This is an optimization exercise on Yosys and OpenROAD, whose aim is small area, a short achievable clock period and few clock cycles, not a production implementation. No activity file was given, so power comes from the tool's default toggle rates.

==> module rs_serial, before the edit <==
module rs_serial #(
    parameter int AM = 2
) (
    input  logic        i_clk,
    input  logic        i_rst_n,
    input  logic        i_load,
    input  logic [4:0]  i_pend,
    input  logic [15:0] i_x,
    input  logic [15:0] i_y,
    input  logic [15:0] i_right,
    input  logic [15:0] i_bottom,
    input  logic [15:0] i_cx,
    input  logic [15:0] i_cy,
    input  logic [15:0] i_cr,
    input  logic [15:0] i_cb,
    input  logic        i_sum,
    input  logic [15:0] i_cw,
    input  logic [15:0] i_ch,
    output logic [16:0] o_cr,
    output logic [16:0] o_cb,
    output logic        o_free,
    output logic        o_valid,
    input  logic        i_ready,
    output logic [15:0] o_x,
    output logic [15:0] o_y,
    output logic [15:0] o_width,
    output logic [15:0] o_height,
    output logic [2:0]  o_side,
    output logic        o_last
);
    logic [15:0] r_x, r_y, r_r, r_b;
    logic [4:0]  r_cur;
    logic [4:1]  r_rest;
    logic [4:0]  ld_cur, nx_cur;
    logic [4:1]  ld_rest, nx_rest;
    logic        busy, last, move;
    logic        r_busy, r_last;
    function automatic logic [4:0] first(input logic [4:0] p);
        if (p[0])      first = 5'b00001;
        else if (p[1]) first = 5'b00010;
        else if (p[2]) first = 5'b00100;
        else if (p[3]) first = 5'b01000;
        else           first = {p[4], 4'b0000};
    endfunction
    assign ld_cur  = first(i_pend);
    assign ld_rest = i_pend[4:1] & ~ld_cur[4:1];
    assign nx_cur  = first({r_rest, 1'b0});
    assign nx_rest = r_rest & ~nx_cur[4:1];
    assign busy    = r_busy;
    assign last    = r_last;
    assign move    = busy && (!o_valid || i_ready);
    assign o_free  = !busy || (move && last);
    always_ff @(posedge i_clk) begin
        if (!i_rst_n) begin
            r_cur  <= '0;
            r_rest <= '0;
            r_busy <= 1'b0;
            r_last <= 1'b1;
        end else if (i_load) begin
            r_cur  <= ld_cur;
            r_rest <= ld_rest;
            r_busy <= (i_pend != 5'b00000);
            r_last <= (ld_rest == 4'b0000);
        end else if (move) begin
            r_cur  <= nx_cur;
            r_rest <= nx_rest;
            r_busy <= !last;
            r_last <= (nx_rest == 4'b0000);
        end
    end
    always_ff @(posedge i_clk) begin
        if (i_load || (move && r_cur[1])) r_y <= i_load ? i_y : i_cy;
        if (i_load || (move && r_cur[2])) r_b <= i_load ? i_bottom : i_cb;
        if (i_load) begin
            r_x <= i_x;
            r_r <= i_right;
        end
    end
    logic [15:0] n_x, n_y, wa, ha;
    logic [16:0] ws, hs;
    assign n_x = r_cur[4] ? i_cr : r_x;
    assign n_y = r_cur[2] ? i_cb : r_y;
    assign wa  = (r_cur[3] || i_sum) ? i_cx : r_r;
    assign ha  = (r_cur[1] || i_sum) ? i_cy : r_b;
    logic [15:0] wb, hb;
    assign wb = i_sum ? i_cw : ~n_x;
    assign hb = i_sum ? i_ch : ~n_y;
    logic [17:0] wt, ht;
    assign wt = {1'b0, wa, 1'b1} + {1'b0, wb, !i_sum};
    assign ht = {1'b0, ha, 1'b1} + {1'b0, hb, !i_sum};
    assign ws = wt[17:1];
    assign hs = ht[17:1];
    assign o_cr = ws;
    assign o_cb = hs;
    always_ff @(posedge i_clk) begin
        if (!i_rst_n) begin
            o_valid <= 1'b0;
        end else if (move) begin
            o_valid <= 1'b1;
        end else if (i_ready) begin
            o_valid <= 1'b0;
        end
    end
    always_ff @(posedge i_clk) begin
        if (move) begin
            o_x      <= n_x;
            o_y      <= n_y;
            o_width  <= ws[15:0];
            o_height <= hs[15:0];
            o_side   <= {r_cur[4], r_cur[2] || r_cur[3], r_cur[1] || r_cur[3]};
            o_last   <= last;
        end
    end
endmodule
clock: 5.0 ns
lec_check: 0
cap_margin: 20
core_margin: 2
core_utilization: 40
setup_slack_margin: 2.5
slew_margin: 20
run.sh (not shown) runs the stock make flow with config.mk's settings and CLKGATE_MAP_FILE= SYNTH_SCRIPT=/design/flow/synth_recipe.tcl, a recipe that flattens the netlist after the stock synthesis.
Edit:
--- a/flow/design.v
+++ b/flow/design.v
@@ -33,9 +33,8 @@
     logic [4:1]  r_rest;
     logic [4:0]  ld_cur, nx_cur;
     logic [4:1]  ld_rest, nx_rest;
     logic        busy, last, move;
-    logic        r_busy, r_last;
     function automatic logic [4:0] first(input logic [4:0] p);
         if (p[0])      first = 5'b00001;
         else if (p[1]) first = 5'b00010;
         else if (p[2]) first = 5'b00100;
@@ -45,28 +44,22 @@
     assign ld_cur  = first(i_pend);
     assign ld_rest = i_pend[4:1] & ~ld_cur[4:1];
     assign nx_cur  = first({r_rest, 1'b0});
     assign nx_rest = r_rest & ~nx_cur[4:1];
-    assign busy    = r_busy;
-    assign last    = r_last;
+    assign busy    = (r_cur != 5'b00000);
+    assign last    = (r_rest == 4'b0000);
     assign move    = busy && (!o_valid || i_ready);
     assign o_free  = !busy || (move && last);
     always_ff @(posedge i_clk) begin
         if (!i_rst_n) begin
             r_cur  <= '0;
             r_rest <= '0;
-            r_busy <= 1'b0;
-            r_last <= 1'b1;
         end else if (i_load) begin
             r_cur  <= ld_cur;
             r_rest <= ld_rest;
-            r_busy <= (i_pend != 5'b00000);
-            r_last <= (ld_rest == 4'b0000);
         end else if (move) begin
             r_cur  <= nx_cur;
             r_rest <= nx_rest;
-            r_busy <= !last;
-            r_last <= (nx_rest == 4'b0000);
         end
     end
     always_ff @(posedge i_clk) begin
         if (i_load || (move && r_cur[1])) r_y <= i_load ? i_y : i_cy;
@@ -81,16 +74,10 @@
     assign n_x = r_cur[4] ? i_cr : r_x;
     assign n_y = r_cur[2] ? i_cb : r_y;
     assign wa  = (r_cur[3] || i_sum) ? i_cx : r_r;
     assign ha  = (r_cur[1] || i_sum) ? i_cy : r_b;
-    logic [15:0] wb, hb;
-    assign wb = i_sum ? i_cw : ~n_x;
-    assign hb = i_sum ? i_ch : ~n_y;
-    logic [17:0] wt, ht;
-    assign wt = {1'b0, wa, 1'b1} + {1'b0, wb, !i_sum};
-    assign ht = {1'b0, ha, 1'b1} + {1'b0, hb, !i_sum};
-    assign ws = wt[17:1];
-    assign hs = ht[17:1];
+    rs_add #(.N(16), .MODE(AM)) u_w (.i_a(wa), .i_b(i_sum ? i_cw : ~n_x), .i_cin(!i_sum), .o_s(ws));
+    rs_add #(.N(16), .MODE(AM)) u_h (.i_a(ha), .i_b(i_sum ? i_ch : ~n_y), .i_cin(!i_sum), .o_s(hs));
     assign o_cr = ws;
     assign o_cb = hs;
     always_ff @(posedge i_clk) begin
         if (!i_rst_n) begin
Cell area came out lower by about 3.2%.
Core utilization drops by 0.60 points.
Combinational power decreases by about 2%.
First-iteration DRC count falls by 6.8%.
Wire length falls by 4.6%.
Synthesized area decreases by 1.9%.
Sequential share of layout area increases by 1.1 points.
Setup slack gets worse by 46 ps.
No functional check of the RTL was part of any run of this note.

[afterwards: timing with drivers on the ports]
The results above use ideal ports. As a check the final layouts listed here were re-extracted and re-timed, cells and wires unchanged. Step 1 sets driving cells, clkbuf_16 on the clock port and buf_2 on the other inputs (assumed; they add their load-dependent delay and slew). Step 2 also shifts input and output timing later by t, the mid clock arrival at the registers, as if the neighbouring blocks saw the same clock. a / b / c = ideal ports / drivers / drivers and shift; a / b = the first two.
| run | t (ns) | setup WS [ns] | latest minus earliest clock arrival (ns) | slew at the worst register clock pin (ns) |
|---|---|---|---|---|
| the first run | 0.609 | 1.653 / 1.645 / 1.036 | 0.013 / 0.013 | 0.06 / 0.06 |
| the second run | 0.610 | 1.607 / 1.607 / 1.330 | 0.024 / 0.024 | 0.06 / 0.06 |
After both steps every run listed still meets setup and hold. The setup slack of the first run, which loses most, moves by -0.008 ns with the drivers and by -0.617 ns with both steps.
